What follows belongs to an exercise in optimizing a design on an open flow for small area, a short achievable clock period and few clock cycles per item; a production flow would make more cautious choices. Where RTL was checked, it was by simulation tests only, not by an equivalence proof against the original. No functional check of the RTL was part of runs 4 to 6. Power and IR drop assume default switching activity.

<file path="flow/run.sh">
#!/bin/bash
# synth_recipe.tcl (not shown) runs the flow's synth.tcl, then flattens the netlist and writes it again
# the make line also repeats each setting of config.mk as NAME=value (left out here)
make -C /OpenROAD-flow-scripts/flow DESIGN_CONFIG=/design/flow/config.mk WORK_HOME=/design/flow/orfs CLKGATE_MAP_FILE= SYNTH_SCRIPT=/design/flow/synth_recipe.tcl finish
</file>
<file path="flow/config.mk">
export PLATFORM = sky130hd
export DESIGN_NAME = segment_crossbar
export DESIGN_NICKNAME = segment_crossbar
export VERILOG_FILES = /design/flow/design.v
export SDC_FILE = /design/flow/constraint.sdc
export NUM_CORES = 4
export LEC_CHECK = 0
export CAP_MARGIN = 20
export CORE_MARGIN = 2
export CORE_UTILIZATION = 40
export CTS_BUF_LIST = sky130_fd_sc_hd__clkbuf_4 sky130_fd_sc_hd__clkbuf_8
export SETUP_SLACK_MARGIN = 4.5
export SLEW_MARGIN = 20
export SYNTH_HIERARCHICAL = 1
</file>
<file path="flow/constraint.sdc">
create_clock -name core_clock -period 7.5 [get_ports {clk}]
set_input_delay 1.5000 -clock core_clock [delete_from_list [all_inputs] [get_ports {clk}]]
set_output_delay 1.5000 -clock core_clock [all_outputs]
set_load 0.01 [all_outputs]
</file>
<file path="flow/design.v">
`timescale 1ns/1ns
`default_nettype none
package xbar_pkg;
    typedef struct packed {
        logic [3-1:0]  first_pmt;
        logic [4-1:0] pmt_count;
        logic                     width_gear;
        logic [1:0]               depth_gear;
    } lmt_cfg_t;
    typedef enum logic {
        REQ_WRITE  = 1'b0,
        REQ_SEARCH = 1'b1
    } req_op_t;
    typedef struct packed {
        logic [32-1:0] data;
        logic [32-1:0] care;
    } wr_view_t;
    typedef struct packed {
        logic [32-1:0] key;
        logic [32-1:0] reserved;
    } srch_view_t;
    typedef union packed {
        wr_view_t   wr;
        srch_view_t srch;
    } req_payload_u;
    typedef struct packed {
        req_op_t                          op;
        logic [$clog2(2)-1:0]  lmt;
        logic [5-1:0]        addr;
        req_payload_u                     payload;
    } xbar_req_t;
    typedef struct packed {
        logic                      wr_en;
        logic                      srch_en;
        logic [3-1:0] addr;
        logic [16-1:0]  data;
        logic [16-1:0]  care;
    } lane_cmd_t;
    typedef struct packed {
        logic                             valid;
        logic [$clog2(2)-1:0]  lmt;
        logic [3-1:0]          first_pmt;
        logic                             width_gear;
        logic [1:0]                       depth_gear;
        logic [8-1:0]          member;
    } srch_tag_t;
    typedef struct packed {
        logic [$clog2(2)-1:0]  lmt;
        logic                             found;
        logic [5-1:0]        match_addr;
        logic [32-1:0]         matchlines;
    } xbar_resp_t;
endpackage
`default_nettype wire
`timescale 1ns/1ns
`default_nettype none
module tcam_block (
    input  logic        clk,
    input  logic [7:0]  we,
    input  logic [7:0]  wen,
    input  logic [15:0] wp,
    input  logic [15:0] wq,
    input  logic [15:0] kp,
    input  logic [15:0] kq,
    output logic [7:0]  hit
);
    for (genvar e = 0; e < 8; e++) begin : g_ent
        logic [15:0] n0_q, n1_q;
        always_ff @(posedge clk) begin
            n0_q <= ({16{we[e]}} & wp) | ({16{wen[e]}} & n0_q);
            n1_q <= ({16{we[e]}} & wq) | ({16{wen[e]}} & n1_q);
        end
        assign hit[e] = ~|(~((n0_q | kq) & (n1_q | kp)));
    end
endmodule
`default_nettype wire
`timescale 1ns/1ns
`default_nettype none
module match_result (
    input  logic [7:0][7:0] hit,
    input  logic [7:0]      s_used,
    input  logic [7:0]      s_tbl,
    input  logic [7:0][1:0] s_row,
    input  logic [3:0]      row_ok,
    input  logic            lmt,
    output logic [31:0]     ml
);
    always_comb begin
        for (int r = 0; r < 4; r++) begin
            for (int e = 0; e < 8; e++) begin
                logic m;
                m = row_ok[r];
                for (int s = 0; s < 8; s++) begin
                    if (s_used[s] && s_tbl[s] == lmt && s_row[s] == 2'(r))
                        m = m & hit[s][e];
                end
                ml[r*8+e] = m;
            end
        end
    end
endmodule
`default_nettype wire
`timescale 1ns/1ns
`default_nettype none
module segment_crossbar (
    input  logic        clk,
    input  logic        rst_n,
    input  logic [19:0] cfg,
    input  logic [70:0] req,
    input  logic        req_valid,
    output logic        req_ready,
    output logic [38:0] resp,
    output logic        resp_valid,
    input  logic        resp_ready
);
    logic [3:0] cnt0, cnt1, cnt_f, cnt_g;
    logic       w0, w1, w_f, w_g;
    logic [1:0] d0, d1;
    logic       big1;
    assign cnt0 = cfg[6:3];
    assign w0   = cfg[2];
    assign d0   = cfg[1:0];
    assign cnt1 = cfg[16:13];
    assign w1   = cfg[12];
    assign d1   = cfg[11:10];
    assign big1  = cnt1 > cnt0;
    assign cnt_f = big1 ? cnt1 : cnt0;
    assign cnt_g = big1 ? cnt0 : cnt1;
    assign w_f   = big1 ? w1 : w0;
    assign w_g   = big1 ? w0 : w1;
    logic [7:0]      s_used_d, s_used;
    logic [7:0]      s_tbl_d, s_tbl;
    logic [7:0][1:0] s_row_d, s_row;
    logic [7:0]      s_hi_d, s_hi;
    for (genvar j = 0; j < 8; j++) begin : g_pos
        localparam int S = (j % 2 == 0) ? j / 2 : 4 + j / 2;
        logic       in_f;
        logic [3:0] rel;
        logic       w;
        assign in_f        = 4'(j) < cnt_f;
        assign rel         = in_f ? 4'(j) : 4'(j) - cnt_f;
        assign w           = in_f ? w_f : w_g;
        assign s_used_d[S] = 5'(j) < ({1'b0, cnt_f} + {1'b0, cnt_g});
        assign s_tbl_d[S]  = in_f ? big1 : ~big1;
        assign s_row_d[S]  = w ? rel[2:1] : rel[1:0];
        assign s_hi_d[S]   = w & rel[0];
    end
    always_ff @(posedge clk) begin
        s_used <= s_used_d;
        s_tbl  <= s_tbl_d;
        s_row  <= s_row_d;
        s_hi   <= s_hi_d;
    end
    logic [1:0][3:0] row_ok;
    assign row_ok[0] = {d0[1], d0[1], d0[1] | d0[0], 1'b1};
    assign row_ok[1] = {d1[1], d1[1], d1[1] | d1[0], 1'b1};
    logic        rdy_q;
    logic        live_q;
    logic        clr;
    always_ff @(posedge clk or negedge rst_n) begin
        if (!rst_n) live_q <= 1'b0;
        else        live_q <= 1'b1;
    end
    assign clr = ~live_q;
    logic        acc;
    logic        op;
    logic        lmt;
    logic [4:0]  addr;
    logic [31:0] data, care;
    logic [31:0] bus_p, bus_q;
    assign acc  = req_valid & rdy_q;
    assign op   = req[70];
    assign lmt  = req[69];
    assign addr = req[68:64];
    assign data = req[63:32];
    assign care = req[31:0];
    assign bus_p = data  | ({32{~op}} & ~care);
    assign bus_q = ~data | ({32{~op}} & ~care);
    logic [7:0][7:0] hit;
    for (genvar s = 0; s < 8; s++) begin : g_slot
        logic [15:0] kp, kq, wp, wq;
        logic        blk_we;
        if (s < 4) begin : g_lo
            assign kp = bus_p[15:0];
            assign kq = bus_q[15:0];
        end else begin : g_mx
            assign kp = s_hi[s] ? bus_p[31:16] : bus_p[15:0];
            assign kq = s_hi[s] ? bus_q[31:16] : bus_q[15:0];
        end
        assign wp = {kp[15:1], kp[0] & live_q};
        assign wq = {kq[15:1], kq[0] & live_q};
        assign blk_we = acc & ~op & s_used[s] & (s_tbl[s] == lmt) & (s_row[s] == addr[4:3]);
        logic [7:0] we, wen;
        for (genvar e = 0; e < 8; e++) begin : g_we
            assign we[e]  = clr | (blk_we & (addr[2:0] == 3'(e)));
            assign wen[e] = live_q & ~(blk_we & (addr[2:0] == 3'(e)));
        end
        tcam_block u_pmt (
            .clk (clk),
            .we  (we),
            .wen (wen),
            .wp  (wp),
            .wq  (wq),
            .kp  (kp),
            .kq  (kq),
            .hit (hit[s])
        );
    end
    logic            s1_v;
    logic            s1_lmt;
    logic [7:0][7:0] s1_hit;
    always_ff @(posedge clk or negedge rst_n) begin
        if (!rst_n) s1_v <= 1'b0;
        else if (rdy_q) s1_v <= acc & op;
    end
    always_ff @(posedge clk) begin
        if (rdy_q) begin
            s1_lmt <= lmt;
            s1_hit <= hit;
        end
    end
    logic [31:0] s1_ml;
    match_result u_result (
        .hit    (s1_hit),
        .s_used (s_used),
        .s_tbl  (s_tbl),
        .s_row  (s_row),
        .row_ok (row_ok[s1_lmt]),
        .lmt    (s1_lmt),
        .ml     (s1_ml)
    );
    logic        found;
    logic [4:0]  first_hit;
    logic [38:0] in_d;
    always_comb begin
        found     = |s1_ml;
        first_hit = '0;
        for (int e = 31; e >= 0; e--) begin
            if (s1_ml[e]) first_hit = 5'(e);
        end
    end
    assign in_d = {s1_lmt, found, first_hit, s1_ml};
    logic        out_v, sk_v;
    logic [38:0] out_d, sk_d;
    logic        load;
    logic        sk_v_n;
    assign load   = ~out_v | resp_ready;
    assign sk_v_n = sk_v ? ~resp_ready : (out_v & ~resp_ready & s1_v);
    always_ff @(posedge clk or negedge rst_n) begin
        if (!rst_n) begin
            out_v <= 1'b0;
            sk_v  <= 1'b0;
            rdy_q <= 1'b0;
        end else begin
            out_v <= load ? (sk_v | s1_v) : 1'b1;
            sk_v  <= sk_v_n;
            rdy_q <= ~sk_v_n;
        end
    end
    always_ff @(posedge clk) begin
        if (load) out_d <= sk_v ? sk_d : in_d;
        if (!sk_v) sk_d <= in_d;
    end
    assign req_ready  = rdy_q;
    assign resp       = out_d;
    assign resp_valid = out_v;
endmodule
`default_nettype wire
</file>
==> results of run 1 <==
-- routing by layer --
| layer | GRT usage, % | vias to the layer above | part of all wire, % |
|---|---|---|---|
| met3 | 8.151 | 1216 | 11 |
| met2 | 45.43 | 4843 | 43 |
| li1 | - | 31570 | - |
| met4 | 19.54 | 22 | 7.2 |
| met5 | 0.2228 | - | 0.057 |
| met1 | 39.11 | 36760 | 39 |
-- power groups by stage --
stage               logic [W]  registers [W]  clock network (W)
floorplan             0.00410         0.0146                  0
global placement      0.00567         0.0148                  0
detailed placement    0.00576         0.0149                  0
CTS                   0.00630         0.0147             0.0115
global route          0.00706         0.0149             0.0121
finish                0.00678         0.0147             0.0115
-- through the flow --
stage	std cells	area (sq um)	utilization [%]	total power, W	hold slack (ns)
2_1_floorplan	8101	86720	-	0.01869	0.4222
3_3_place_gp	10270	87890	41.86	0.02052	0.4458
5_1_grt	11270	101400	48.27	0.03402	0.4786
6_report	11280	101400	48.28	0.03298	0.4620
3_5_place_dp	10270	87960	41.89	0.02064	0.4508
4_1_cts	11200	99880	47.56	0.03252	0.4591
-- Yosys cell counts, drive strengths merged (3+ instances only) --
master | number | area share [%]
a21boi | 4 | 0.044
a21o | 3 | 0.027
a21oi | 154 | 0.92
a221oi | 5 | 0.066
a22o | 2049 | 21
and2 | 13 | 0.096
buf | 876 | 5.6
clkbuf | 113 | 0.50
dfrtp | 5 | 0.15
dfxtp | 2123 | 50
edfxtp | 104 | 3.7
ha | 10 | 0.15
inv | 83 | 0.37
mux2 | 30 | 0.40
mux2i | 15 | 0.18
nand2 | 29 | 0.13
nand2b | 6 | 0.044
nand3 | 36 | 0.21
nand3b | 6 | 0.053
nand4 | 151 | 1.1
nand4b | 23 | 0.24
nor2 | 813 | 3.6
nor2b | 24 | 0.19
nor3 | 43 | 0.25
nor4 | 16 | 0.12
o2111ai | 18 | 0.19
o211ai | 9 | 0.080
o21ai | 110 | 0.66
o21bai | 17 | 0.15
o221ai | 51 | 0.53
o22ai | 1058 | 7.9
o31a | 9 | 0.10
o31ai | 4 | 0.052
or3 | 3 | 0.022
or3b | 3 | 0.031
or4 | 19 | 0.17
xnor2 | 15 | 0.16
xor2 | 20 | 0.22
-- registers in the layout, summed over array words and instances, names as in the netlist --
name,cells
s1_v,1
live_q,1
out_v,1
s1_hit,64
g_slot.u_pmt.g_ent.n0_q,1024
s_tbl,8
s_row,16
out_d,39
s1_lmt,1
sk_d,39
s_hi,4
g_slot.u_pmt.g_ent.n1_q,1024
s_used,8
rdy_q,1
sk_v,1
-- modules after synthesis (local to each module, per instance) --
module | flops+latches | cells | area (sq um) | copies in the design
tcam_block | 256 | 840 | 9131 | 8
segment_crossbar | 184 | 1065 | 9580 | 1
match_result | 0 | 315 | 2117 | 1
-- worst register-to-register path, delay by kind of cell (launching register included) --
family | cells | cell delay (ns)
compound gates | 5 | 0.66
buf+inv | 2 | 0.35
flops | 1 | 0.67
simple gates | 4 | 1.25
-- kinds of logic after synthesis --
logic type,synth area share (%)
DFF,53.98
muxes,0.5802
buffers and inverters,6.439
other,0.008862
and+or+nand+nor,6.369
xor gates and xnor gates,0.3883
adders and majority gates,0.1713
AOI/OAI and AO/OA,32.06
-- final cells by class --
cell class | count | area (sq um) | area share [%]
inverters | 84 | 397.9 | 0.3925
repair inverters | 5 | 37.54 | 0.03703
diodes | 14 | 35.03 | 0.03456
repair buffers | 662 | 6984 | 6.889
clock inverters | 68 | 625.6 | 0.6171
flip-flops and latches | 2232 | 45770 | 45.15
multi-input cells | 4835 | 36790 | 36.29
well taps | 2805 | 3510 | 3.462
clock buffers | 574 | 7231 | 7.133
-- final timing paths --
kind                                startpoint             endpoint  slack [ns]  cells past startpoint
setup / recovery           out_d[11]$_DFFE_PN_             resp[11]        4.12                      1
hold / removal                s1_v$_DFFE_PN0P_      out_v$_DFF_PN0_        0.46                      2
setup reg to reg              s_row[2]$_DFF_P_  out_d[34]$_DFFE_PN_        4.24                     11
hold reg to reg               s1_v$_DFFE_PN0P_      out_v$_DFF_PN0_        0.46                      2
max in group asynchronous                rst_n       sk_v$_DFF_PN0_        6.51                      1
min in group asynchronous                rst_n     live_q$_DFF_PN0_        0.66                      1
-- timing repair --
item	in CTS	in global routing
endpoints found under the hold margin	0	0
endpoints found under the setup margin	2244	848
gates cloned	71	10
hold buffers	0	0
resized for setup	416	209
pin swaps	97	53
setup buffers	216	59
==> impl_metrics.csv, run 1 <==
group,metric,value,unit
grt,grt_use_total,30.55,%
worst_setup_path,path_cells,"buf_2",
worst_setup_path,crit_buf_inv,1,
yosys,synthFlopType,"dfxtp_1",
yosys,yosysSeqAreaShare,53.98,%
sta,fin_crit_sh,45.08,%
run,maxCapViolCount,0,
clock_tree,clk_latency,1.17,ns
yosys,synthArstFlopShare,0.2240,%
grt,grt_overflow,0,
power_and_ir_drop,power.switching,0.01002,W
layout,final_common_cell,"dfxtp_1",
route,first_pass_iters,6,
clock_tree,root_buffer,"clkbuf_8",
floorplanning,ios,136,
route,drt_iter0_markers,9372,
place,port_buffers,129,
worst_setup_path,worstSetupPathType,"reg -> out",
clock_tree,cts.clk_slew.worst_paths,0.07,ns
power_and_ir_drop,power_frac_seq,44.7,%
route,wire_per_inst,31.02,microns
floorplanning,die_h,464.3,microns
place,dpl_worst_slack,2.348,ns
worst_setup_path,critPathLaunchType,"flip-flop",
clock_tree,clkSinkCount,2232,
yosys,yosysWarningCount,9,
route,wl,349900,microns
route,vias,74410,
sta,worst_slew_pin_slew,1.077,ns
layout,layout_common_cells,"dfxtp_1 (2118), a22o_1 (2049), o22ai_1 (1043)",
yosys,yosys_register_bits,2232,
sta,fmax,295.8,MHz
place,gp_congestion,0.9215,
yosys,yosysUniqueCellTypes,82,
sta,fin_crit,3.381,ns
yosys,syn_area,84750,sq um
floorplanning,std_cell_rows,168,
sta,setup_slack,4.119,ns
power_and_ir_drop,peakVddDrop,0.2136,mV
power_and_ir_drop,internal_power,0.02295,W
layout,fillCellCount,18680,
clock_tree,cts_buffers,371,
layout,synthToLayoutAreaGrowth,19.62,%
yosys,synth-edff-count,104,
sta,finalSetupViolCount,0,
clock_tree,htree_levels,5,
power_and_ir_drop,combPwrFrac,20.6,%
sta,setup_tns,0,ns
layout,drive_above_1_share,20.43,%
worst_setup_path,slowest_delay,0.52,ns
worst_setup_path,critical_path.top_delay_family,"flip-flops",
sta,grt_setup_unrepaired,"true",
sta,clock_skew,0.1535,ns
clock_tree,cts_tree,"done",
power_and_ir_drop,p_clk_share,34.7,%
worst_setup_path,path_max_fanout,1,
route,drc,0,
sta,drv_slew,0,
floorplanning,dieArea,215600,sq um
yosys,syn_avg_cell_area,10.46,sq um
min_path,hold_class,"reg -> reg",
power_and_ir_drop,swShare,30.39,%
yosys,synth_cells,8100,
floorplanning,initial_core_util,40.36,%
clock_tree,clockBufferDepth,4,
place,dp_hpwl,172100,microns
grt,antenna_found_initial,41,
sta,slew_headroom,27.97,%
worst_setup_path,end_kind,"primary output",
power_and_ir_drop,power.leakage,40.86,nW
worst_setup_path,crit_arrival,1.88,ns
grt,grt_max_degree,65,
layout,nets,8297,
grt,grt_pass1_vias,69480,
route,ant_nets,0,
grt,grt_pass1_wl,492400,microns
floorplanning,core_area,210000,sq um
status,run_status,"finished clean",
sta,hold_viol_final,0,
worst_setup_path,slowest_stage,"edfxtp_1",
power_and_ir_drop,power_density,325.3,nW/um^2
route,viasPerCell,6.597,
floorplanning,die_w,464.3,microns
worst_setup_path,cp.required,6.00,ns
Testbench counts, summed over its fixed seeds: cycles 32,416, requests 32,392.
==> run 2, diff against run 1 <==
--- a/flow/config.mk
+++ b/flow/config.mk
@@ -9,5 +9,4 @@
 export CORE_MARGIN = 2
 export CORE_UTILIZATION = 40
-export CTS_BUF_LIST = sky130_fd_sc_hd__clkbuf_4 sky130_fd_sc_hd__clkbuf_8
 export SETUP_SLACK_MARGIN = 4.5
 export SLEW_MARGIN = 20
==> run 2 against run 1 <==
  * Largest power group unchanged
  * Via count decreased by 0.24%
  * Synthesized area is the same
  * Sequential share of layout area is 0.40 points lower
  * Still clean
  * Combinational power is 1% higher
  * Flip-flop and latch count unchanged
==> impl_metrics.csv, run 2 <==
group,metric,value,unit
status,run_status,"finished clean",
layout,reg_top3,"g_slot.u_pmt.g_ent.n0_q x1024, g_slot.u_pmt.g_ent.n1_q x1024, s1_hit x64",
place,postPlaceCellArea,87960,sq um
yosys,yosys_register_bits,2232,
layout,final_area,102300,sq um
yosys,synth_top_family_by_area,"compound AO/OA/AOI/OAI gates",
yosys,synth_mux_area_share,0.5802,%
clock_tree,cts_hold_buf,0,
place,dp_hpwl,172100,microns
yosys,synth_xor_area_share,0.3883,%
yosys,synth_compound_area_share,32.06,%
yosys,synth_top_area_share,50.15,%
yosys,yosys.area_share.simple,6.369,%
yosys,synth_cells,8100,
clock_tree,clk_latency,0.90,ns
sta,clock_skew,0.04488,ns
sta,worst_slew_pin_slew,1.117,ns
route,drc,0,
worst_setup_path,crit_arrival,3.78,ns
sta,slew_headroom,25.52,%
sta,fin_crit_sh,42.10,%
run,maxCapViolCount,0,
sta,setup_slack,4.342,ns
yosys,syn_avg_cell_area,10.46,sq um
floorplanning,die_h,464.3,microns
yosys,yosysUniqueCellTypes,82,
floorplanning,std_cell_rows,168,
min_path,min_path_cells,2,
worst_setup_path,critPathLaunchType,"input port",
power_and_ir_drop,peakVddDrop,0.2633,mV
worst_setup_path,reg2reg_depth,13,
route,wl,352800,microns
layout,final_common_cell,"dfxtp_1",
layout,synthToLayoutAreaGrowth,20.67,%
sta,drv_slew,0,
yosys,synthArstFlopShare,0.2240,%
clock_tree,cts_tree,"done",
grt,grt_pass1_vias,68500,
grt,grt_max_degree,65,
worst_setup_path,path_max_fanout,8,
layout,layout_common_cells,"dfxtp_1 (2119), a22o_1 (2049), o22ai_1 (1047)",
grt,grt_pass1_wl,494300,microns
power_and_ir_drop,power_density,322.2,nW/um^2
yosys,synth_top_cells_by_count,"dfxtp_1 (2123), a22o_1 (2049), o22ai_1 (1050)",
min_path,hold_class,"reg -> reg",
power_and_ir_drop,power.switching,0.009889,W
power_and_ir_drop,p_clk_share,34.5,%
worst_setup_path,end_kind,"flip-flop",
yosys,synthFlopType,"dfxtp_1",
yosys,synthTopCellsByArea,"dfxtp_1 (50%), a22o_1 (21%), o22ai_1 (7.8%)",
route,first_pass_iters,6,
yosys,yosysSeqAreaShare,53.98,%
layout,drive_above_1_share,18.40,%
power_and_ir_drop,combPwrFrac,20.8,%
route,wire_per_inst,31.70,microns
clock_tree,cts_buffers,216,
yosys,synth_largest_area_cell,"dfxtp_1",
sta,setup_tns,0,ns
floorplanning,ios,136,
route,vias,74230,
clock_tree,root_buffer,"clkbuf_16",
grt,grt_overflow,0,
grt,grt_use_total,30.74,%
yosys,synth_fa_ha_area_share,0.1713,%
clock_tree,clockBufferDepth,3,
place,dpl_worst_slack,2.348,ns
yosys,yosysWarningCount,9,
sta,fmax,316.7,MHz
floorplanning,initial_core_util,40.36,%
sta,hold_viol_final,0,
floorplanning,core_area,210000,sq um
route,viasPerCell,6.669,
layout,nets,8237,
sta,grt_setup_unrepaired,"true",
route,ant_nets,0,
sta,finalSetupViolCount,0,
worst_setup_path,cp.required,8.13,ns
layout,utilization,48.70,%
power_and_ir_drop,total_power,0.03295,W
floorplanning,dieArea,215600,sq um
power_and_ir_drop,swShare,30.01,%
place,port_buffers,129,
power_and_ir_drop,power_frac_seq,44.7,%
clock_tree,clkSinkCount,2232,
yosys,syn_area,84750,sq um
clock_tree,cts.clk_slew.worst_paths,0.06,ns
clock_tree,htree_levels,4,
worst_setup_path,worstSetupPathType,"in -> reg",
yosys,synth-edff-count,104,
yosys,synth_most_common_cell,"dfxtp_1",
floorplanning,die_w,464.3,microns
grt,antenna_found_initial,27,
sta,fin_crit,3.158,ns
place,gp_congestion,0.9215,
power_and_ir_drop,internal_power,0.02306,W
route,drt_iter0_markers,9558,
power_and_ir_drop,power.leakage,41.09,nW
==> run 2: cell counts after synthesis <==
Identical to the previous run, type by type.
==> run 2: cell families after synthesis <==
family | Yosys count
fa+ha+maj | 11
xor+xnor | 35
buf+inv | 1073
flops | 2232
compound gates | 3509
mux | 45
other cells | 2
simple gates | 1193
==> run 2: worst max-delay path, cell delays in order <==
cell,delay [ns]
clkdlybuf4s50_1,0.45
nor2_1,0.04
a21oi_1,0.16
buf_4,0.25
o221ai_1,0.15
nor3_1,0.60
nor2_1,0.17
nand3_1,0.17
nor2_2,0.07
a22o_1,0.21
==> run 2: final timing paths <==
check,slack [ns],endpoint,startpoint
setup reg to reg,4.36,out_d[34]$_DFFE_PN_,s1_lmt$_DFFE_PP_
setup / recovery,4.34,out_d[36]$_DFFE_PN_,cfg[10]
hold reg to reg,0.46,sk_d[37]$_DFF_P_,sk_d[37]$_DFF_P_
hold / removal,0.46,sk_d[37]$_DFF_P_,sk_d[37]$_DFF_P_
max in group asynchronous,6.38,rdy_q$_DFF_PN0_,rst_n
min in group asynchronous,0.87,live_q$_DFF_PN0_,rst_n
==> run 2: per-layer routing <==
metal | share of wire, % | track usage [%] | wire, microns
met3 | 11 | 7.601 | 38250
met1 | 39 | 39.70 | 136500
met5 | 0.065 | 0.2005 | 228
met2 | 43 | 45.64 | 151200
met4 | 7.5 | 19.88 | 26630
==> run 2: per-module statistics from Yosys (local to each module, per instance) <==
module | cells | area [sq um] | flip-flops and latches | copies in the design
tcam_block | 840 | 9131 | 256 | 8
match_result | 315 | 2117 | 0 | 1
segment_crossbar | 1065 | 9580 | 184 | 1
==> run 2: area by class of cell <==
type | count | area (sq um)
clock buffers | 315 | 6301
flip-flops and latches | 2232 | 45770
fillers | 18460 | 107700
diodes | 15 | 37.54
inverters | 84 | 422.9
multi-input cells | 4834 | 36680
repair inverters | 5 | 37.54
clock inverters | 83 | 1096
well taps | 2805 | 3510
repair buffers | 758 | 8418
==> run 2: repair_timing <==
item                                    4_1_cts  5_1_grt
endpoints found under the setup margin     2259     1332
pin swaps                                   113       49
buffers inserted                            267       90
endpoints found under the hold margin         0        0
gates resized for setup                     552      203
cloned                                       83       12
==> run 2: power groups by stage <==
stage / sequential, W / combinational, W / clock, W
5_1_grt: 0.0149 / 0.00713 / 0.0119
2_1_floorplan: 0.0146 / 0.00410 / 0
4_1_cts: 0.0147 / 0.00643 / 0.0114
3_3_place_gp: 0.0148 / 0.00567 / 0
6_report: 0.0147 / 0.00685 / 0.0114
3_5_place_dp: 0.0149 / 0.00576 / 0
==> run 2: per-stage QoR <==
stage | hold WS (ns) | cells
final | 0.4601 | 11130
after global routing | 0.4763 | 11130
after CTS | 0.4596 | 11010
after detailed placement | 0.4508 | 10270
after global placement | 0.4458 | 10270
after floorplan | 0.4222 | 8101
==> run 3, diff against run 2 <==
--- a/flow/config.mk
+++ b/flow/config.mk
@@ -9,4 +9,6 @@
 export CORE_MARGIN = 2
 export CORE_UTILIZATION = 40
+export CTS_CLUSTER_DIAMETER = 140
+export CTS_CLUSTER_SIZE = 24
 export SETUP_SLACK_MARGIN = 4.5
 export SLEW_MARGIN = 20
==> run 3 against run 2 <==
  * Still clean
  * Global-route usage shrank 0.10 points
  * Maximum frequency fell by 1.6%
  * Register-to-register slack worse by 0.07 ns
  * Final area shrank 3.3%
  * First-iteration DRC count rose by 2.6%
  * Combinational power is 3.1% higher
  * Cell count shrank 1.8%
==> impl_metrics.csv, run 3 <==
group,metric,value,unit
status,run_status,"finished clean",
yosys,synth-edff-count,104,
yosys,yosysSeqAreaShare,53.98,%
layout,seq_area,45770,sq um
floorplanning,die_w,464.3,microns
worst_setup_path,crit_cells,14,
yosys,synth_top_cells_by_count,"dfxtp_1 (2123), a22o_1 (2049), o22ai_1 (1050)",
grt,grt_use_total,30.64,%
grt,grt_pass1_wl,493000,microns
worst_setup_path,path_cells,"buf_6 > buf_16 > buf_12 > mux2_4 > o31a_1 > o221ai_4 > nor4_4 > buf_4 > buf_4 > nor2_2 > o21a_1 > o311ai_2 > a311o_1 > nand3_1",
grt,antenna_found_initial,27,
route,first_pass_iters,7,
yosys,synth_fa_ha_area_share,0.1713,%
route,wl_met1,137100,microns
sta,slew_headroom,33.38,%
yosys,yosys.area_share.simple,6.369,%
clock_tree,root_buffer,"clkbuf_16",
route,viasPerCell,6.758,
route,met3WireLength,39020,microns
layout,synthToLayoutAreaGrowth,16.72,%
sta,worst_slew_pin_slew,0.9993,ns
yosys,synthFlopType,"dfxtp_1",
sta,setup_slack,4.291,ns
yosys,synth_top_family_by_area,"compound AO/OA/AOI/OAI gates",
power_and_ir_drop,total_power,0.02827,W
power_and_ir_drop,power_density,285.8,nW/um^2
route,ant_nets,0,
yosys,synthArstFlopShare,0.2240,%
yosys,synthTopCellsByArea,"dfxtp_1 (50%), a22o_1 (21%), o22ai_1 (7.8%)",
clock_tree,clk_latency,0.83,ns
yosys,synth_compound_area_share,32.06,%
route,wl_met2,151500,microns
grt,grt_overflow,0,
sta,grt_setup_unrepaired,"true",
sta,fmax,311.6,MHz
yosys,synth_mux_area_share,0.5802,%
place,postPlaceCellArea,87960,sq um
route,highest_layer,"met5",
floorplanning,die_h,464.3,microns
worst_setup_path,crit_arrival,3.75,ns
clock_tree,htree_levels,3,
place,port_buffers,129,
sta,setup_tns,0,ns
power_and_ir_drop,peakVddDrop,0.2348,mV
worst_setup_path,reg2reg_depth,14,
min_path,min_path_cells,2,
power_and_ir_drop,power.leakage,39.41,nW
place,dpl_worst_slack,2.348,ns
worst_setup_path,startpoint,"s1_lmt$_DFFE_PP_",
yosys,synth_largest_area_cell,"dfxtp_1",
floorplanning,std_cell_rows,168,
worst_setup_path,crit_buf_inv,5,
layout,drive_above_1_share,16.93,%
layout,multi_input_area,36890,sq um
sta,drv_slew,0,
floorplanning,initial_core_util,40.36,%
clock_tree,clockBufferDepth,3,
worst_setup_path,path_max_fanout,8,
route,wire_per_inst,32.44,microns
worst_setup_path,critical_path.top_delay_family,"compound AO/OA/AOI/OAI gates",
worst_setup_path,cpMostUsedCell,"buf_4",
grt,grt_max_degree,65,
worst_setup_path,cp.required,8.04,ns
worst_setup_path,slowest_delay,0.45,ns
clock_tree,cts_hold_buf,0,
clock_tree,cts_tree,"done",
place,gp_congestion,0.9215,
worst_setup_path,critPathLaunchType,"flip-flop",
sta,hold_viol_final,0,
sta,finalSetupViolCount,0,
min_path,hold_start,"sk_d[37]$_DFF_P_",
worst_setup_path,worstReg2RegStart,"s1_lmt$_DFFE_PP_",
floorplanning,dieArea,215600,sq um
layout,final_cells,10930,
route,wl,354600,microns
min_path,hold_class,"reg -> reg",
route,drt_iter0_markers,9809,
worst_setup_path,worstSetupPathType,"reg -> reg",
sta,fin_crit_sh,42.79,%
yosys,yosysWarningCount,9,
yosys,synth_xor_area_share,0.3883,%
layout,layout_common_cells,"dfxtp_1 (2118), a22o_1 (2049), o22ai_1 (1048)",
floorplanning,core_area,210000,sq um
layout,final_common_cell,"dfxtp_1",
yosys,synth_top_area_share,50.15,%
route,drc,0,
floorplanning,ios,136,
clock_tree,clkSinkCount,2232,
layout,final_area,98920,sq um
sta,fin_crit,3.209,ns
clock_tree,cts_buffers,103,
grt,grt_pass1_vias,67790,
layout,nets,8194,
yosys,syn_avg_cell_area,10.46,sq um
layout,reg_top3,"g_slot.u_pmt.g_ent.n0_q x1024, g_slot.u_pmt.g_ent.n1_q x1024, s1_hit x64",
yosys,yosysUniqueCellTypes,82,
worst_setup_path,slowest_stage,"edfxtp_1",
place,dp_hpwl,172100,microns
yosys,yosys_register_bits,2232,
yosys,synth_cells,8100,
route,vias,73860,
sta,clock_skew,0.05479,ns
clock_tree,cts.clk_slew.worst_paths,0.10,ns
place,dpl.cell_count,10270,
yosys,syn_area,84750,sq um
layout,fillCellCount,18750,
yosys,synth_most_common_cell,"dfxtp_1",
run,maxCapViolCount,0,
worst_setup_path,end_kind,"flip-flop",
==> run 3: changes by cell type in the layout (fill, tap and decap cells not counted), moves of 10 or more <==
cell             delta
buf_4              +27
clkdlybuf4s15_1    +14
clkbuf_16         -109
buf_16             +10
clkdlybuf4s50_1    -10
clkbuf_1           -33
clkbuf_8           -45
nor2_4             +10
clkinv_2           -43
buf_2              -18
buf_6              +14
bufinv_16          -19
==> run 3: cell type report <==
| class | count | share of cell area, % |
|---|---|---|
| Timing Repair Buffer | 829 | 9.533 |
| Clock inverter | 9 | 0.1379 |
| Multi-Input combinational cell | 4833 | 37.30 |
| Sequential cell | 2232 | 46.27 |
| Clock buffer | 122 | 2.721 |
| Antenna cell | 11 | 0.02783 |
| Tap cell | 2805 | 3.548 |
| Inverter | 84 | 0.4313 |
| Timing Repair inverter | 5 | 0.03795 |
==> run 3: path summary, 6_finish.rpt <==
check	endpoint	slack (ns)
worst max-delay path	out_d[32]$_DFFE_PN_	4.29
worst min-delay path	sk_d[37]$_DFF_P_	0.47
worst max register to register	out_d[32]$_DFFE_PN_	4.29
max in group asynchronous	rdy_q$_DFF_PN0_	6.31
worst min register to register	sk_d[37]$_DFF_P_	0.47
min in group asynchronous	live_q$_DFF_PN0_	0.94
==> run 3: power by group <==
part           switching, W  internal (W)  leakage [nW]
clock network       0.00390       0.00260          1.38
logic               0.00405       0.00301          18.9
registers           0.00106        0.0136          19.1
==> run 3: logic make-up after synthesis <==
| group | Yosys count |
|---|---|
| compound gates | 3509 |
| flops | 2232 |
| simple gates | 1193 |
| buf+inv | 1073 |
| mux | 45 |
| xor+xnor | 35 |
| fa+ha+maj | 11 |
| other cells | 2 |
==> run 3: what timing repair did <==
action / in CTS / in global routing
pin swaps: 132 / 69
buffers inserted: 333 / 83
gates cloned: 87 / 18
gates resized for setup: 625 / 193
setup endpoints to repair: 2261 / 1697
==> run 3: Yosys stat by module, one instance, submodules excluded <==
module	flip-flops and latches	cells inside
tcam_block	256	840
match_result	0	315
segment_crossbar	184	1065
==> run 3: worst reg2reg max path: stages (launching register included) <==
cell and delay (ns):
edfxtp_1 0.45, buf_6 0.16, buf_16 0.15, buf_12 0.14, mux2_4 0.36, o31a_1 0.24
o221ai_4 0.13, nor4_4 0.26, buf_4 0.17, buf_4 0.13, nor2_2 0.04, o21a_1 0.14
o311ai_2 0.23, a311o_1 0.24, nand3_1 0.10
==> run 3: layer usage <==
layer	up-vias	GRT usage, %
met5	-	0.2005
met4	14	20.18
met3	1174	7.063
met2	4747	45.41
met1	36760	39.83
li1	31170	-
==> run 3: through the flow <==
step / hold slack, ns / utilization [%]
floorplan: 0.4222 / -
global placement: 0.4458 / 41.86
detailed placement: 0.4508 / 41.89
CTS: 0.4652 / 46.29
global route: 0.4824 / 47.10
finish: 0.4687 / 47.11
==> run 4, diff against run 3 <==
--- a/flow/design.v
+++ b/flow/design.v
@@ -153,6 +153,8 @@
     end
     logic [1:0][3:0] row_ok;
-    assign row_ok[0] = {d0[1], d0[1], d0[1] | d0[0], 1'b1};
-    assign row_ok[1] = {d1[1], d1[1], d1[1] | d1[0], 1'b1};
+    always_ff @(posedge clk) begin
+        row_ok[0] <= {d0[1], d0[1], d0[1] | d0[0], 1'b1};
+        row_ok[1] <= {d1[1], d1[1], d1[1] | d1[0], 1'b1};
+    end
     logic        rdy_q;
     logic        live_q;
--- a/flow/config.mk
+++ b/flow/config.mk
@@ -9,6 +9,4 @@
 export CORE_MARGIN = 2
 export CORE_UTILIZATION = 40
-export CTS_CLUSTER_DIAMETER = 140
-export CTS_CLUSTER_SIZE = 24
 export SETUP_SLACK_MARGIN = 4.5
 export SLEW_MARGIN = 20
==> run 4 against run 3 <==
  * Synthesized area decreased by 0.18%
  * Wire length is 4.9% lower
  * Setup slack got worse by 0.074 ns
  * First-iteration DRC count is 9.6% lower
  * Worst hold slack gained 0.0012 ns
  * Final area increased by 5.0%
  * Die area fell by 0.18%
  * Clock-buffer cell count rose by 191
  * Critical endpoint unchanged
  * Highest routed layer unchanged
==> impl_metrics.csv, run 4 <==
group,metric,value,unit
yosys,synthTopCellsByArea,"dfxtp_1 (50%), a22o_1 (21%), o22ai_1 (7.8%)",
floorplanning,ios,136,
sta,timing.hold.ws,0.4699,ns
route,wl,337100,microns
status,run_status,"finished clean",
layout,reg_top3,"g_slot.u_pmt.g_ent.n0_q x1024, g_slot.u_pmt.g_ent.n1_q x1024, s1_hit x64",
worst_setup_path,slowest_delay,0.44,ns
worst_setup_path,worstSetupPathType,"reg -> reg",
yosys,yosysWarningCount,9,
sta,hold_viol_final,0,
power_and_ir_drop,combPwrFrac,21.1,%
floorplanning,die_w,463.9,microns
floorplanning,die_h,463.9,microns
route,ant_nets,0,
yosys,synthArstFlopShare,0.2236,%
worst_setup_path,cp.required,8.11,ns
route,drc,0,
sta,clock_skew,0.03584,ns
worst_setup_path,slowest_stage,"edfxtp_1",
yosys,synth_most_common_cell,"dfxtp_1",
yosys,synth-edff-count,104,
yosys,yosysSeqAreaShare,54.18,%
floorplanning,core_area,210000,sq um
min_path,min_path_cells,1,
clock_tree,cts_tree,"done",
yosys,synthFlopType,"dfxtp_1",
grt,grt_pass1_vias,68260,
grt,grt_overflow,0,
layout,final_area,103900,sq um
floorplanning,initial_core_util,40.28,%
sta,fin_crit_sh,43.77,%
power_and_ir_drop,p_clk_share,34.9,%
worst_setup_path,crit_buf_inv,5,
sta,drv_slew,0,
worst_setup_path,crit_cells,14,
worst_setup_path,crit_arrival,3.89,ns
power_and_ir_drop,swShare,29.91,%
route,vias,73600,
sta,setup_tns,0,ns
power_and_ir_drop,peakVddDrop,0.2358,mV
grt,grt_use_total,28.97,%
place,gp_congestion,0.9429,
place,dp_hpwl,173900,microns
sta,fin_crit,3.283,ns
sta,grt_setup_unrepaired,"true",
power_and_ir_drop,power.switching,0.01003,W
power_and_ir_drop,power_frac_seq,44.0,%
sta,finalSetupViolCount,0,
grt,grt_max_degree,65,
worst_setup_path,end_kind,"flip-flop",
yosys,synth_largest_area_cell,"dfxtp_1",
power_and_ir_drop,power.leakage,41.58,nW
clock_tree,cts_hold_buf,0,
worst_setup_path,path_max_fanout,8,
route,viasPerCell,6.539,
worst_setup_path,path_cells,"buf_6 > buf_16 > xnor2_4 > buf_6 > nand4_4 > o221ai_2 > nor4_2 > buf_4 > buf_4 > a21oi_2 > o31ai_1 > a31oi_1 > o21ai_1 > a221o_1",
clock_tree,clockBufferDepth,3,
layout,nets,8360,
place,postPlaceCellArea,87450,sq um
floorplanning,std_cell_rows,168,
grt,antenna_found_initial,22,
power_and_ir_drop,internal_power,0.02351,W
clock_tree,root_buffer,"clkbuf_16",
yosys,syn_avg_cell_area,10.46,sq um
clock_tree,cts_buffers,221,
yosys,yosys_register_bits,2236,
min_path,hold_class,"reg -> reg",
worst_setup_path,reg2reg_depth,14,
clock_tree,clkSinkCount,2236,
route,first_pass_iters,6,
yosys,syn_area,84590,sq um
layout,synthToLayoutAreaGrowth,22.77,%
route,wire_per_inst,29.95,microns
yosys,synth_cells,8086,
layout,final_common_cell,"dfxtp_1",
power_and_ir_drop,power_density,323.0,nW/um^2
layout,layout_common_cells,"dfxtp_1 (2123), a22o_1 (2050), o22ai_1 (1041)",
floorplanning,dieArea,215200,sq um
clock_tree,htree_levels,4,
route,drt_iter0_markers,8869,
sta,worst_slew_pin_slew,1.109,ns
yosys,synth_top_area_share,50.34,%
sta,slew_headroom,26.09,%
yosys,synth_top_cells_by_count,"dfxtp_1 (2127), a22o_1 (2050), o22ai_1 (1050)",
layout,drive_above_1_share,20.45,%
sta,fmax,304.6,MHz
yosys,yosysUniqueCellTypes,69,
clock_tree,cts.clk_slew.worst_paths,0.06,ns
grt,grt_pass1_wl,473500,microns
layout,fillCellCount,18340,
clock_tree,clk_latency,0.89,ns
place,port_buffers,129,
worst_setup_path,critical_path.top_delay_family,"compound AO/OA/AOI/OAI gates",
run,maxCapViolCount,0,
worst_setup_path,critPathLaunchType,"flip-flop",
run 4: power by group through the flow:
stage / clock (W) / sequential, W / combinational (W)
global route: 0.0122 / 0.0149 / 0.00739
finish: 0.0117 / 0.0148 / 0.00708
detailed placement: 0 / 0.0149 / 0.00568
floorplan: 0 / 0.0146 / 0.00404
CTS: 0.0118 / 0.0147 / 0.00645
global placement: 0 / 0.0149 / 0.00559
run 4: worst register-to-register path, delay by kind of cell (launching register included):
| family | cells | cell delay [ns] |
|---|---|---|
| simple gates | 2 | 0.30 |
| compound gates | 6 | 1.22 |
| xor+xnor | 1 | 0.24 |
| buf+inv | 5 | 0.81 |
| flops | 1 | 0.44 |
run 4: per-stage QoR:
| stage | total power [W] | util (%) | setup slack (ns) | std cells |
|---|---|---|---|---|
| after floorplan | 0.01865 | - | 3.595 | 8087 |
| after global placement | 0.02048 | 41.65 | 2.256 | 10250 |
| after detailed placement | 0.02061 | 41.65 | 2.146 | 10250 |
| after CTS | 0.03292 | 48.12 | 4.284 | 11080 |
| after global routing | 0.03455 | 49.45 | 4.174 | 11250 |
| final | 0.03355 | 49.46 | 4.217 | 11260 |
run 4: worst paths after layout:
kind / startpoint / end / slack (ns)
setup reg to reg: s1_lmt$_DFFE_PP_ / out_d[32]$_DFFE_PN_ / 4.22
setup / recovery: s1_lmt$_DFFE_PP_ / out_d[32]$_DFFE_PN_ / 4.22
hold reg to reg: g_slot[2].u_pmt.g_ent[7].n0_q[12]$_DFF_P_ / g_slot[2].u_pmt.g_ent[7].n0_q[12]$_DFF_P_ / 0.47
hold / removal: g_slot[2].u_pmt.g_ent[7].n0_q[12]$_DFF_P_ / g_slot[2].u_pmt.g_ent[7].n0_q[12]$_DFF_P_ / 0.47
max in group asynchronous: rst_n / rdy_q$_DFF_PN0_ / 5.70
min in group asynchronous: rst_n / live_q$_DFF_PN0_ / 1.14
run 4: Yosys stat by module, one instance, submodules excluded:
module / times used / flip-flops and latches
tcam_block: 8 / 256
match_result: 1 / 0
segment_crossbar: 1 / 188
run 4: logic make-up (layout without fill, tap and decap cells):
group,Yosys count,count (layout),synth area share [%]
AOI/OAI and AO/OA,3487,3516,31.85
DFF,2236,2236,54.18
and+or+nand+nor,1194,1194,6.366
buffers and inverters,1078,1402,6.459
muxes,43,43,0.5754
xor gates and xnor gates,35,35,0.3890
adders and majority gates,11,11,0.1716
other,2,13,0.008878
run 4: area by class of cell:
class,count,area (sq um),share of cell area (%)
diodes,10,25.02,0.02410
clock buffers,313,6384,6.147
clock inverters,96,1306,1.258
inverters,86,484.2,0.4663
multi-input cells,4802,36760,35.40
flip-flops and latches,2236,45850,44.15
well taps,2805,3510,3.379
repair buffers,883,9353,9.006
repair inverters,24,177.7,0.1711
run 4: per-layer routing:
layer	track usage [%]	vias up	share of wire (%)
li1	-	31580	-
met2	43.21	4263	43
met1	38.80	36830	40
met5	0	-	0.022
met3	6.296	909	10
met4	16.12	12	6.3
run 4: repair_timing:
item,in CTS,in global routing
endpoints found under the setup margin,2262,1685
gates cloned,68,31
gates resized for setup,684,292
pin swaps,124,64
setup buffers,351,134
==> run 5, diff against run 4 <==
--- a/flow/config.mk
+++ b/flow/config.mk
@@ -8,5 +8,5 @@
 export CAP_MARGIN = 20
 export CORE_MARGIN = 2
-export CORE_UTILIZATION = 40
+export CORE_UTILIZATION = 60
 export SETUP_SLACK_MARGIN = 4.5
 export SLEW_MARGIN = 20
==> run 5 against run 4 <==
  * Sequential power hardly changed
  * First-iteration DRC count is 8.2% higher
  * Final area is 1.2% lower
  * Critical path depth is 1 higher
  * Die area is 33% lower
  * Wire length is 5.3% lower
==> impl_metrics.csv, run 5 <==
group,metric,value,unit
worst_setup_path,worstReg2RegEnd,"out_d[32]$_DFFE_PN_",
worst_setup_path,cp.required,8.07,ns
yosys,synth_top_area_share,50.34,%
worst_setup_path,startpoint,"s1_lmt$_DFFE_PP_",
route,drt_iter0_markers,9595,
worst_setup_path,reg2reg_slack,4.26,ns
sta,fmax,309.0,MHz
route,first_pass_iters,6,
place,dpl_worst_slack,2.103,ns
sta,worst_slew_pin_slew,0.9508,ns
clock_tree,cts.clk_slew.worst_paths,0.06,ns
worst_setup_path,path_max_fanout,5,
power_and_ir_drop,combPwrFrac,21.4,%
grt,grt_overflow,0,
yosys,synth_cells,8086,
worst_setup_path,worstSetupPathType,"reg -> reg",
worst_setup_path,end_kind,"flip-flop",
yosys,yosysUniqueCellTypes,69,
clock_tree,clk_latency,0.85,ns
floorplanning,initial_core_util,60.55,%
clock_tree,clockBufferDepth,3,
power_and_ir_drop,power.switching,0.009757,W
floorplanning,ios,136,
route,wl,319200,microns
power_and_ir_drop,power_density,319.6,nW/um^2
clock_tree,htree_levels,4,
layout,seq_area,45850,sq um
grt,antenna_found_initial,16,
yosys,synthTopCellsByArea,"dfxtp_1 (50%), a22o_1 (21%), o22ai_1 (7.8%)",
layout,fillCellCount,9511,
sta,fin_crit_sh,43.15,%
place,port_buffers,129,
worst_setup_path,worstReg2RegStart,"s1_lmt$_DFFE_PP_",
yosys,syn_avg_cell_area,10.46,sq um
sta,setup_tns,0,ns
sta,fin_crit,3.236,ns
layout,synthToLayoutAreaGrowth,21.24,%
grt,grt_pass1_wl,453500,microns
clock_tree,cts_hold_buf,0,
yosys,synth_top_cells_by_count,"dfxtp_1 (2127), a22o_1 (2050), o22ai_1 (1050)",
route,wire_per_inst,30.79,microns
yosys,synth_compound_area_share,31.85,%
worst_setup_path,reg2reg_depth,15,
yosys,synthArstFlopShare,0.2236,%
route,viasPerCell,7.195,
power_and_ir_drop,internal_power,0.02302,W
yosys,synth_top_family_by_area,"compound AO/OA/AOI/OAI gates",
yosys,yosys.area_share.simple,6.366,%
power_and_ir_drop,p_clk_share,33.7,%
yosys,synth_largest_area_cell,"dfxtp_1",
clock_tree,cts_tree,"done",
power_and_ir_drop,swShare,29.77,%
yosys,synth-edff-count,104,
clock_tree,cts_buffers,213,
yosys,synth_fa_ha_area_share,0.1716,%
floorplanning,core_area,139700,sq um
power_and_ir_drop,peakVddDrop,0.2620,mV
yosys,synth_xor_area_share,0.3890,%
sta,hold_viol_final,0,
grt,grt_use_total,41.63,%
route,drc,0,
clock_tree,clkSinkCount,2236,
sta,setup_slack,4.264,ns
power_and_ir_drop,power.leakage,41.52,nW
sta,timing.hold.ws,0.4663,ns
worst_setup_path,crit_arrival,3.81,ns
min_path,min_path_cells,2,
yosys,synth_mux_area_share,0.5754,%
sta,drv_slew,0,
place,dp_hpwl,163700,microns
sta,clock_skew,0.04011,ns
clock_tree,root_buffer,"clkbuf_16",
floorplanning,die_h,379.5,microns
place,dpl.cell_count,9339,
layout,reg_top3,"g_slot.u_pmt.g_ent.n0_q x1024, g_slot.u_pmt.g_ent.n1_q x1024, s1_hit x64",
layout,multi_input_area,36680,sq um
yosys,synthFlopType,"dfxtp_1",
yosys,synth_most_common_cell,"dfxtp_1",
grt,grt_max_degree,99,
layout,final_common_cell,"dfxtp_1",
sta,finalSetupViolCount,0,
layout,drive_above_1_share,20.50,%
yosys,yosysSeqAreaShare,54.18,%
worst_setup_path,critPathLaunchType,"flip-flop",
layout,nets,8398,
floorplanning,dieArea,144000,sq um
yosys,yosysWarningCount,9,
yosys,syn_area,84590,sq um
layout,layout_common_cells,"dfxtp_1 (2123), a22o_1 (2050), o22ai_1 (1034)",
power_and_ir_drop,power_frac_seq,44.9,%
floorplanning,std_cell_rows,137,
route,vias,74590,
power_and_ir_drop,total_power,0.03278,W
layout,final_cells,10370,
worst_setup_path,crit_end,"out_d[32]$_DFFE_PN_",
sta,grt_setup_unrepaired,"true",
place,gp_congestion,0.9928,
yosys,yosys_register_bits,2236,
route,ant_nets,0,
run,maxCapViolCount,0,
status,run_status,"finished clean",
floorplanning,die_w,379.5,microns
min_path,hold_class,"reg -> reg",
sta,slew_headroom,36.61,%
grt,grt_pass1_vias,68560,
-- run 5: critical path, stage by stage, from the launching register on --
cell and delay [ns]:
edfxtp_1 0.40, buf_6 0.17, buf_12 0.14, xnor2_2 0.12, buf_4 0.15, nand4_1 0.13, buf_6 0.16, o221ai_2 0.11
nor4_4 0.45, buf_4 0.19, inv_1 0.07, a21oi_2 0.13, o31ai_1 0.09, a31oi_1 0.25, o21ai_1 0.09, a221o_1 0.31
-- run 5: cells by family (layout without fill, tap and decap cells) --
family          after synthesis  count (layout)
flops                      2236            2236
xor+xnor                     35              35
compound gates             3487            3516
simple gates               1194            1195
fa+ha+maj                    11              11
mux                          43              43
buf+inv                    1078            1440
other cells                   2              15
-- run 5: layout make-up --
class                   count  share of cell area [%]
inverters                  86                  0.4624
well taps                1876                   2.289
clock buffers             328                   6.180
clock inverters            74                  0.8466
multi-input cells        4803                   35.77
diodes                     12                 0.02928
repair inverters           23                  0.1684
repair buffers            929                   9.557
flip-flops and latches   2236                   44.70
-- run 5: repair_timing --
item	4_1_cts	5_1_grt
gates cloned	69	28
gates resized for setup	565	346
hold endpoints to repair	0	0
pin swaps	114	96
buffers inserted	368	148
endpoints found under the setup margin	2263	1494
-- run 5: per-stage QoR --
stage                     cell area [sq um]  utilization [%]
after floorplan                       86290                -
after global placement                86330            61.79
after detailed placement              86330            61.80
after CTS                             99710            71.38
after global routing                 102500            73.39
final                                102600            73.41
-- run 5: metal layers --
metal	global-route usage (%)	vias to the layer above	wire, microns
met2	59.33	5155	133200
met1	57.93	36720	125600
li1	-	31680	-
met4	21.74	18	19100
met5	0	-	150
met3	10.72	1017	41150
-- run 5: power by group through the flow --
stage / sequential [W] / clock (W) / combinational [W]
floorplan: 0.0146 / 0 / 0.00404
global placement: 0.0148 / 0 / 0.00546
detailed placement: 0.0149 / 0 / 0.00555
CTS: 0.0147 / 0.0110 / 0.00629
global route: 0.0149 / 0.0115 / 0.00733
finish: 0.0147 / 0.0110 / 0.00701
-- run 5: how the worst min path moves through the flow --
stage | from | endpoint | slack, ns
CTS | sk_d[26]$_DFF_P_ | sk_d[26]$_DFF_P_ | 0.47
detailed placement | g_slot[1].u_pmt.g_ent[7].n0_q[8]$_DFF_P_ | g_slot[1].u_pmt.g_ent[7].n0_q[8]$_DFF_P_ | 0.45
global placement | sk_d[13]$_DFF_P_ | sk_d[13]$_DFF_P_ | 0.44
floorplan | sk_d[13]$_DFF_P_ | sk_d[13]$_DFF_P_ | 0.43
finish | sk_d[26]$_DFF_P_ | sk_d[26]$_DFF_P_ | 0.47
global route | g_slot[2].u_pmt.g_ent[7].n0_q[4]$_DFF_P_ | g_slot[2].u_pmt.g_ent[7].n0_q[4]$_DFF_P_ | 0.48
-- run 5: per-module statistics from Yosys, one instance, submodules excluded --
module	copies in the design	cells inside	flops+latches
match_result	1	315	0
tcam_block	8	840	256
segment_crossbar	1	1051	188
==> run 6, diff against run 5 <==
==> flow/flow/run.sh (new file) <==
#!/bin/bash
# The standard layout, with buf_4 as the port buffer instead of the
# default pick (a slow delay buffer). Each tool writes its own log under
# orfs/logs; make's own output goes to make.log here.
set -euo pipefail
export BUFFER_PORTS_ARGS="-buffer_cell sky130_fd_sc_hd__buf_4"
bash standard.sh > make.log 2>&1
==> flow/standard.sh (new file) <==
#!/bin/bash
# synth_recipe.tcl (not shown) runs the flow's synth.tcl, then flattens the netlist and writes it again
# the make line also repeats each setting of config.mk as NAME=value (left out here)
make -C /OpenROAD-flow-scripts/flow DESIGN_CONFIG=/design/flow/config.mk WORK_HOME=/design/flow/orfs CLKGATE_MAP_FILE= SYNTH_SCRIPT=/design/flow/synth_recipe.tcl "${@:-finish}"
--- a/flow/config.mk
+++ b/flow/config.mk
@@ -8,5 +8,5 @@
 export CAP_MARGIN = 20
 export CORE_MARGIN = 2
-export CORE_UTILIZATION = 60
+export CORE_UTILIZATION = 40
 export SETUP_SLACK_MARGIN = 4.5
 export SLEW_MARGIN = 20
removed: flow/run.sh
==> run 6 against run 5 <==
  * Utilization is 25 points lower
  * Critical path type unchanged
  * Combinational power decreased by 4.3%
  * Flip-flop and latch count is the same
==> impl_metrics.csv, run 6 <==
group,metric,value,unit
grt,antenna_found_initial,24,
sta,fin_crit,3.289,ns
yosys,synth_fa_ha_area_share,0.1716,%
power_and_ir_drop,power.leakage,40.19,nW
worst_setup_path,end_kind,"flip-flop",
clock_tree,cts_tree,"done",
place,gp_congestion,0.9426,
floorplanning,std_cell_rows,168,
yosys,synth_xor_area_share,0.3890,%
clock_tree,cts_buffers,222,
grt,grt_pass1_vias,67300,
grt,grt_overflow,0,
sta,hold_viol_final,0,
sta,worst_slew_pin_slew,1.104,ns
yosys,synth_largest_area_cell,"dfxtp_1",
worst_setup_path,reg2reg_depth,14,
yosys,syn_avg_cell_area,10.46,sq um
clock_tree,clockBufferDepth,3,
layout,synthToLayoutAreaGrowth,19.19,%
yosys,yosysSeqAreaShare,54.18,%
layout,drive_above_1_share,19.09,%
sta,slew_headroom,26.41,%
yosys,synth_mux_area_share,0.5754,%
route,drt_iter0_markers,9042,
yosys,synth_top_cells_by_count,"dfxtp_1 (2127), a22o_1 (2050), o22ai_1 (1050)",
yosys,synthTopCellsByArea,"dfxtp_1 (50%), a22o_1 (21%), o22ai_1 (7.8%)",
worst_setup_path,worstReg2RegStart,"s1_lmt$_DFFE_PP_",
clock_tree,cts.clk_slew.worst_paths,0.06,ns
sta,fin_crit_sh,43.86,%
worst_setup_path,path_max_fanout,7,
yosys,yosys.area_share.simple,6.366,%
yosys,yosysWarningCount,9,
worst_setup_path,reg2reg_slack,4.21,ns
sta,grt_setup_unrepaired,"true",
grt,grt.busiest_layer,"met2",
grt,met2_usage,42.25,%
clock_tree,clkSinkCount,2236,
power_and_ir_drop,peakVddDrop,0.2908,mV
place,dp_hpwl,177600,microns
worst_setup_path,worstSetupPathType,"reg -> reg",
route,viasPerCell,6.539,
worst_setup_path,startpoint,"s1_lmt$_DFFE_PP_",
sta,setup_tns,0,ns
min_path,hold_class,"in -> async",
yosys,synthFlopType,"dfxtp_1",
yosys,synth_top_area_share,50.34,%
route,first_pass_iters,6,
yosys,yosysUniqueCellTypes,69,
clock_tree,cts_hold_buf,0,
grt,grtUsageMet1,38.58,%
worst_setup_path,crit_end,"out_d[33]$_DFFE_PN_",
sta,timing.hold.ws,0.4531,ns
clock_tree,htree_levels,4,
clock_tree,clk_latency,0.91,ns
worst_setup_path,crit_arrival,4.03,ns
floorplanning,dieArea,215200,sq um
sta,clock_skew,0.05805,ns
route,vias,72470,
grt,grt_use_total,28.53,%
layout,layout_common_cells,"dfxtp_1 (2121), a22o_1 (2050), o22ai_1 (1041)",
layout,reg_top3,"g_slot.u_pmt.g_ent.n0_q x1024, g_slot.u_pmt.g_ent.n1_q x1024, s1_hit x64",
run,maxCapViolCount,0,
grt,use_met3,6.657,%
yosys,synth-edff-count,104,
worst_setup_path,critPathLaunchType,"flip-flop",
worst_setup_path,cp.required,8.24,ns
yosys,synth_compound_area_share,31.85,%
route,ant_nets,0,
yosys,yosys_register_bits,2236,
grt,grt_max_degree,69,
route,wl,329500,microns
status,run_status,"finished clean",
layout,final_common_cell,"dfxtp_1",
sta,fmax,304.0,MHz
floorplanning,initial_core_util,40.28,%
power_and_ir_drop,power_density,328.1,nW/um^2
sta,finalSetupViolCount,0,
yosys,synthArstFlopShare,0.2236,%
floorplanning,core_area,210000,sq um
place,port_buffers,129,
worst_setup_path,worstReg2RegEnd,"out_d[33]$_DFFE_PN_",
route,wire_per_inst,29.73,microns
yosys,syn_area,84590,sq um
route,drc,0,
layout,nets,8181,
floorplanning,ios,136,
floorplanning,die_h,463.9,microns
yosys,synth_top_family_by_area,"compound AO/OA/AOI/OAI gates",
yosys,synth_most_common_cell,"dfxtp_1",
yosys,synth_cells,8086,
sta,drv_slew,0,
floorplanning,die_w,463.9,microns
layout,fillCellCount,18730,
clock_tree,root_buffer,"clkbuf_16",
grt,grt_pass1_wl,466100,microns
-- run 6: what timing repair did --
| item | 4_1_cts | 5_1_grt |
|---|---|---|
| setup endpoints to repair | 2202 | 1195 |
| gates resized for setup | 377 | 118 |
| setup buffers | 237 | 68 |
| pin swaps | 104 | 48 |
| cloned | 60 | 14 |
-- run 6: worst max-delay path, cell delays in order (launching register included) --
cell and delay (ns):
edfxtp_1 0.45, buf_6 0.16, buf_16 0.14, xnor2_1 0.14, nand4_1 0.16, buf_6 0.21
o22ai_4 0.09, nor4_4 0.52, nor2_4 0.08, o31ai_4 0.23, a211oi_2 0.09, o311ai_1 0.32
a311oi_1 0.17, o31ai_2 0.21, buf_4 0.17
-- run 6: cell families after synthesis --
kind of cell | after synthesis
other cells | 2
fa+ha+maj | 11
xor+xnor | 35
mux | 43
simple gates | 1194
compound gates | 3487
buf+inv | 1078
flops | 2236
-- run 6: worst min path at each step --
stage	startpoint	endpoint	slack, ns	depth (start not counted)
after detailed placement	g_slot[0].u_pmt.g_ent[7].n0_q[5]$_DFF_P_	g_slot[0].u_pmt.g_ent[7].n0_q[5]$_DFF_P_	0.45	1
after floorplan	sk_d[13]$_DFF_P_	sk_d[13]$_DFF_P_	0.43	2
final	rst_n	live_q$_DFF_PN0_	0.45	1
after global placement	g_slot[7].u_pmt.g_ent[7].n1_q[6]$_DFF_P_	g_slot[7].u_pmt.g_ent[7].n1_q[6]$_DFF_P_	0.45	1
after global routing	rst_n	live_q$_DFF_PN0_	0.43	1
after CTS	rst_n	live_q$_DFF_PN0_	0.41	1
-- run 6: stage by stage --
stage,instance area (sq um),instances,power (W),setup slack (ns),util [%]
final,100800,11080,0.03308,4.211,48.01
after global routing,100800,11080,0.03415,4.095,48.01
after CTS,99580,10990,0.03276,4.206,47.42
after detailed placement,87300,10280,0.02057,2.288,41.57
after global placement,87270,10280,0.02045,2.091,41.56
after floorplan,86290,8087,0.01865,3.595,-
-- run 6: layout make-up --
| type | count | area [sq um] | share of cell area [%] |
|---|---|---|---|
| diodes | 9 | 22.52 | 0.02234 |
| clock buffers | 328 | 6538 | 6.484 |
| well taps | 2805 | 3510 | 3.481 |
| repair buffers | 706 | 6945 | 6.889 |
| inverters | 86 | 435.4 | 0.4319 |
| repair inverters | 22 | 165.2 | 0.1638 |
| multi-input cells | 4801 | 36250 | 35.96 |
| flip-flops and latches | 2236 | 45850 | 45.47 |
| clock inverters | 89 | 1111 | 1.102 |
-- run 6: routing by layer --
metal | wire length (microns) | part of all wire [%]
met3 | 33770 | 10
met2 | 141500 | 43
met5 | 145 | 0.044
met4 | 19430 | 5.9
met1 | 134700 | 41
-- run 6: power by group --
| group | internal [W] | leakage [nW] | switching, W |
|---|---|---|---|
| sequential | 0.0137 | 19.2 | 0.00105 |
| clock | 0.00667 | 3.75 | 0.00496 |
| combinational | 0.00283 | 17.3 | 0.00388 |
-- run 6: per-module statistics from Yosys, one instance, submodules excluded --
module	times used	cells inside	area (sq um)	flip-flops and latches
match_result	1	315	2117	0
segment_crossbar	1	1051	9424	188
tcam_block	8	840	9131	256
==> run 7, diff against run 6 <==
--- a/flow/design.v
+++ b/flow/design.v
@@ -79,9 +79,6 @@
 module match_result (
     input  logic [7:0][7:0] hit,
-    input  logic [7:0]      s_used,
-    input  logic [7:0]      s_tbl,
-    input  logic [7:0][1:0] s_row,
-    input  logic [3:0]      row_ok,
-    input  logic            lmt,
+    input  logic [3:0][7:0] sel,      
+    input  logic [3:0]      row_ok,   
     output logic [31:0]     ml
 );
@@ -92,6 +89,5 @@
                 m = row_ok[r];
                 for (int s = 0; s < 8; s++) begin
-                    if (s_used[s] && s_tbl[s] == lmt && s_row[s] == 2'(r))
-                        m = m & hit[s][e];
+                    m = m & (hit[s][e] | ~sel[r][s]);
                 end
                 ml[r*8+e] = m;
@@ -209,7 +205,17 @@
         );
     end
+    logic [3:0][7:0] sel;
+    always_comb begin
+        for (int r = 0; r < 4; r++) begin
+            for (int s = 0; s < 8; s++) begin
+                sel[r][s] = s_used[s] & (s_tbl[s] == lmt) & (s_row[s] == 2'(r));
+            end
+        end
+    end
     logic            s1_v;
     logic            s1_lmt;
     logic [7:0][7:0] s1_hit;
+    logic [3:0][7:0] s1_sel;
+    logic [3:0]      s1_rok;
     always_ff @(posedge clk or negedge rst_n) begin
         if (!rst_n) s1_v <= 1'b0;
@@ -220,4 +226,6 @@
             s1_lmt <= lmt;
             s1_hit <= hit;
+            s1_sel <= sel;
+            s1_rok <= row_ok[lmt];
         end
     end
@@ -225,9 +233,6 @@
     match_result u_result (
         .hit    (s1_hit),
-        .s_used (s_used),
-        .s_tbl  (s_tbl),
-        .s_row  (s_row),
-        .row_ok (row_ok[s1_lmt]),
-        .lmt    (s1_lmt),
+        .sel    (s1_sel),
+        .row_ok (s1_rok),
         .ml     (s1_ml)
     );
==> flow/run.sh (new file) <==
#!/bin/bash
# synth_recipe.tcl (not shown) runs the flow's synth.tcl, then flattens the netlist and writes it again
# the make line also repeats each setting of config.mk as NAME=value (left out here)
make -C /OpenROAD-flow-scripts/flow DESIGN_CONFIG=/design/flow/config.mk WORK_HOME=/design/flow/orfs CLKGATE_MAP_FILE= SYNTH_SCRIPT=/design/flow/synth_recipe.tcl finish
removed: flow/flow/run.sh
removed: flow/standard.sh
==> run 7 against run 6 <==
  * Synthesized area increased by 1.4%
  * Still clean
  * Die area is 1.4% higher
  * Maximum frequency grew 5.7%
  * Combinational power is 2% lower
  * Critical path type is now in -> reg
  * Wire length is 0.35% higher
  * First-iteration DRC count down 6.0%
  * Via count barely moved
  * Largest power group unchanged
==> impl_metrics.csv, run 7 <==
group,metric,value,unit
clock_tree,clkSinkCount,2270,
power_and_ir_drop,total_power,0.03335,W
grt,antenna_found_initial,29,
yosys,synthFlopType,"dfxtp_1",
sta,setup_tns,0,ns
yosys,syn_area,85760,sq um
route,ant_nets,0,
yosys,synth_largest_area_cell,"dfxtp_1",
power_and_ir_drop,swShare,29.44,%
floorplanning,dieArea,218100,sq um
power_and_ir_drop,power_density,324.4,nW/um^2
floorplanning,std_cell_rows,169,
grt,grt_pass1_wl,468900,microns
grt,grt_overflow,0,
clock_tree,cts_hold_buf,0,
floorplanning,ios,136,
clock_tree,root_buffer,"clkbuf_16",
worst_setup_path,crit_arrival,3.83,ns
sta,fmax,321.4,MHz
route,drt_iter0_markers,8496,
yosys,synth_most_common_cell,"dfxtp_1",
yosys,synth-edff-count,138,
status,run_status,"finished clean",
worst_setup_path,reg2reg_depth,9,
sta,drv_slew,0,
clock_tree,cts_tree,"done",
worst_setup_path,crit_end,"s1_hit[33]$_DFFE_PP_",
yosys,synth_cells,8102,
route,first_pass_iters,6,
floorplanning,die_w,467.0,microns
yosys,synthArstFlopShare,0.2203,%
layout,fillCellCount,18780,
power_and_ir_drop,peakVddDrop,0.2318,mV
place,gp_congestion,0.9456,
## run 7: what timing repair did
item | 4_1_cts | 5_1_grt
pin swaps | 88 | 46
gates resized for setup | 578 | 205
buffers inserted | 216 | 124
gates cloned | 69 | 17
endpoints found under the setup margin | 2189 | 1050
## run 7: cell families (layout without fill, tap and decap cells)
group                    count (synthesis)  in the layout  synth area share (%)
other                                    2             29              0.008757
XOR/XNOR                                26             26                0.2655
multiplexers                            46             46                0.5923
buffers and inverters                 1069           1314                 6.317
adder cells (fa/ha/maj)                 11             11                0.1692
flip-flops                            2270           2270                 54.63
AND/OR/NAND/NOR                       1210           1211                 6.718
AO/OA/AOI/OAI                         3468           3499                 31.30
## run 7: area by class of cell
class | instances | area [sq um] | area share (%)
clock buffers | 316 | 6525 | 6.345
clock inverters | 109 | 1323 | 1.286
multi-input cells | 4803 | 35730 | 34.74
well taps | 2821 | 3530 | 3.433
inverters | 108 | 513.0 | 0.4989
diodes | 19 | 47.55 | 0.04624
repair inverters | 2 | 15.01 | 0.01460
flip-flops and latches | 2270 | 46870 | 45.58
repair buffers | 779 | 8285 | 8.057
## run 7: worst min path at each step
stage	startpoint	to	slack (ns)	depth (start not counted)
2_1_floorplan	sk_d[13]$_DFF_P_	sk_d[13]$_DFF_P_	0.43	2
3_3_place_gp	g_slot[0].u_pmt.g_ent[7].n0_q[5]$_DFF_P_	g_slot[0].u_pmt.g_ent[7].n0_q[5]$_DFF_P_	0.45	1
3_5_place_dp	g_slot[1].u_pmt.g_ent[7].n1_q[2]$_DFF_P_	g_slot[1].u_pmt.g_ent[7].n1_q[2]$_DFF_P_	0.45	1
4_1_cts	sk_d[2]$_DFF_P_	sk_d[2]$_DFF_P_	0.47	1
5_1_grt	g_slot[6].u_pmt.g_ent[0].n1_q[10]$_DFF_P_	g_slot[6].u_pmt.g_ent[0].n1_q[10]$_DFF_P_	0.48	1
6_report	g_slot[2].u_pmt.g_ent[4].n1_q[6]$_DFF_P_	g_slot[2].u_pmt.g_ent[4].n1_q[6]$_DFF_P_	0.47	1
## run 7: metrics by stage
step / cells / hold slack, ns / setup WS (ns) / util (%) / cell area (sq um)
2_1_floorplan: 8110 / 0.4307 / 3.752 / - / 87970
3_3_place_gp: 10360 / 0.4521 / 1.839 / 41.71 / 88640
3_5_place_dp: 10360 / 0.4537 / 1.783 / 41.72 / 88660
4_1_cts: 11070 / 0.4725 / 4.245 / 47.41 / 100700
5_1_grt: 11220 / 0.4818 / 4.446 / 48.38 / 102800
6_report: 11230 / 0.4719 / 4.389 / 48.39 / 102800
## run 7: metal layers
metal / GRT usage (%) / vias to the layer above / wire (microns)
li1: - / 31340 / -
met1: 37.57 / 35960 / 132400
met2: 42.44 / 4232 / 144100
met3: 6.708 / 963 / 33480
met4: 17.24 / 24 / 20550
met5: 0 / - / 182
## run 7: critical path, stage by stage
cell and delay [ns]:
buf_16 0.14, buf_16 0.17, buf_12 0.12, o21ai_4 0.24, buf_12 0.22, nor2_1 0.07
a21oi_2 0.14, buf_4 0.17, buf_6 0.18, o22ai_1 0.10, nor2_1 0.13, nand4_1 0.32
nor2_4 0.25
## run 7: per-module statistics from Yosys, one instance, submodules excluded
module	cells	times used	flops+latches
match_result	276	1	0
tcam_block	840	8	256
segment_crossbar	1106	1	222
## run 7: power groups by stage
stage,Clock (W),Combinational [W],Sequential [W]
2_1_floorplan,0,0.00405,0.0148
3_3_place_gp,0,0.00553,0.0150
3_5_place_dp,0,0.00562,0.0151
4_1_cts,0.0120,0.00611,0.0149
5_1_grt,0.0125,0.00689,0.0151
6_report,0.0119,0.00657,0.0149
Testbench counts of run 7, summed over its fixed seeds: cycles 32,416, requests 32,392.
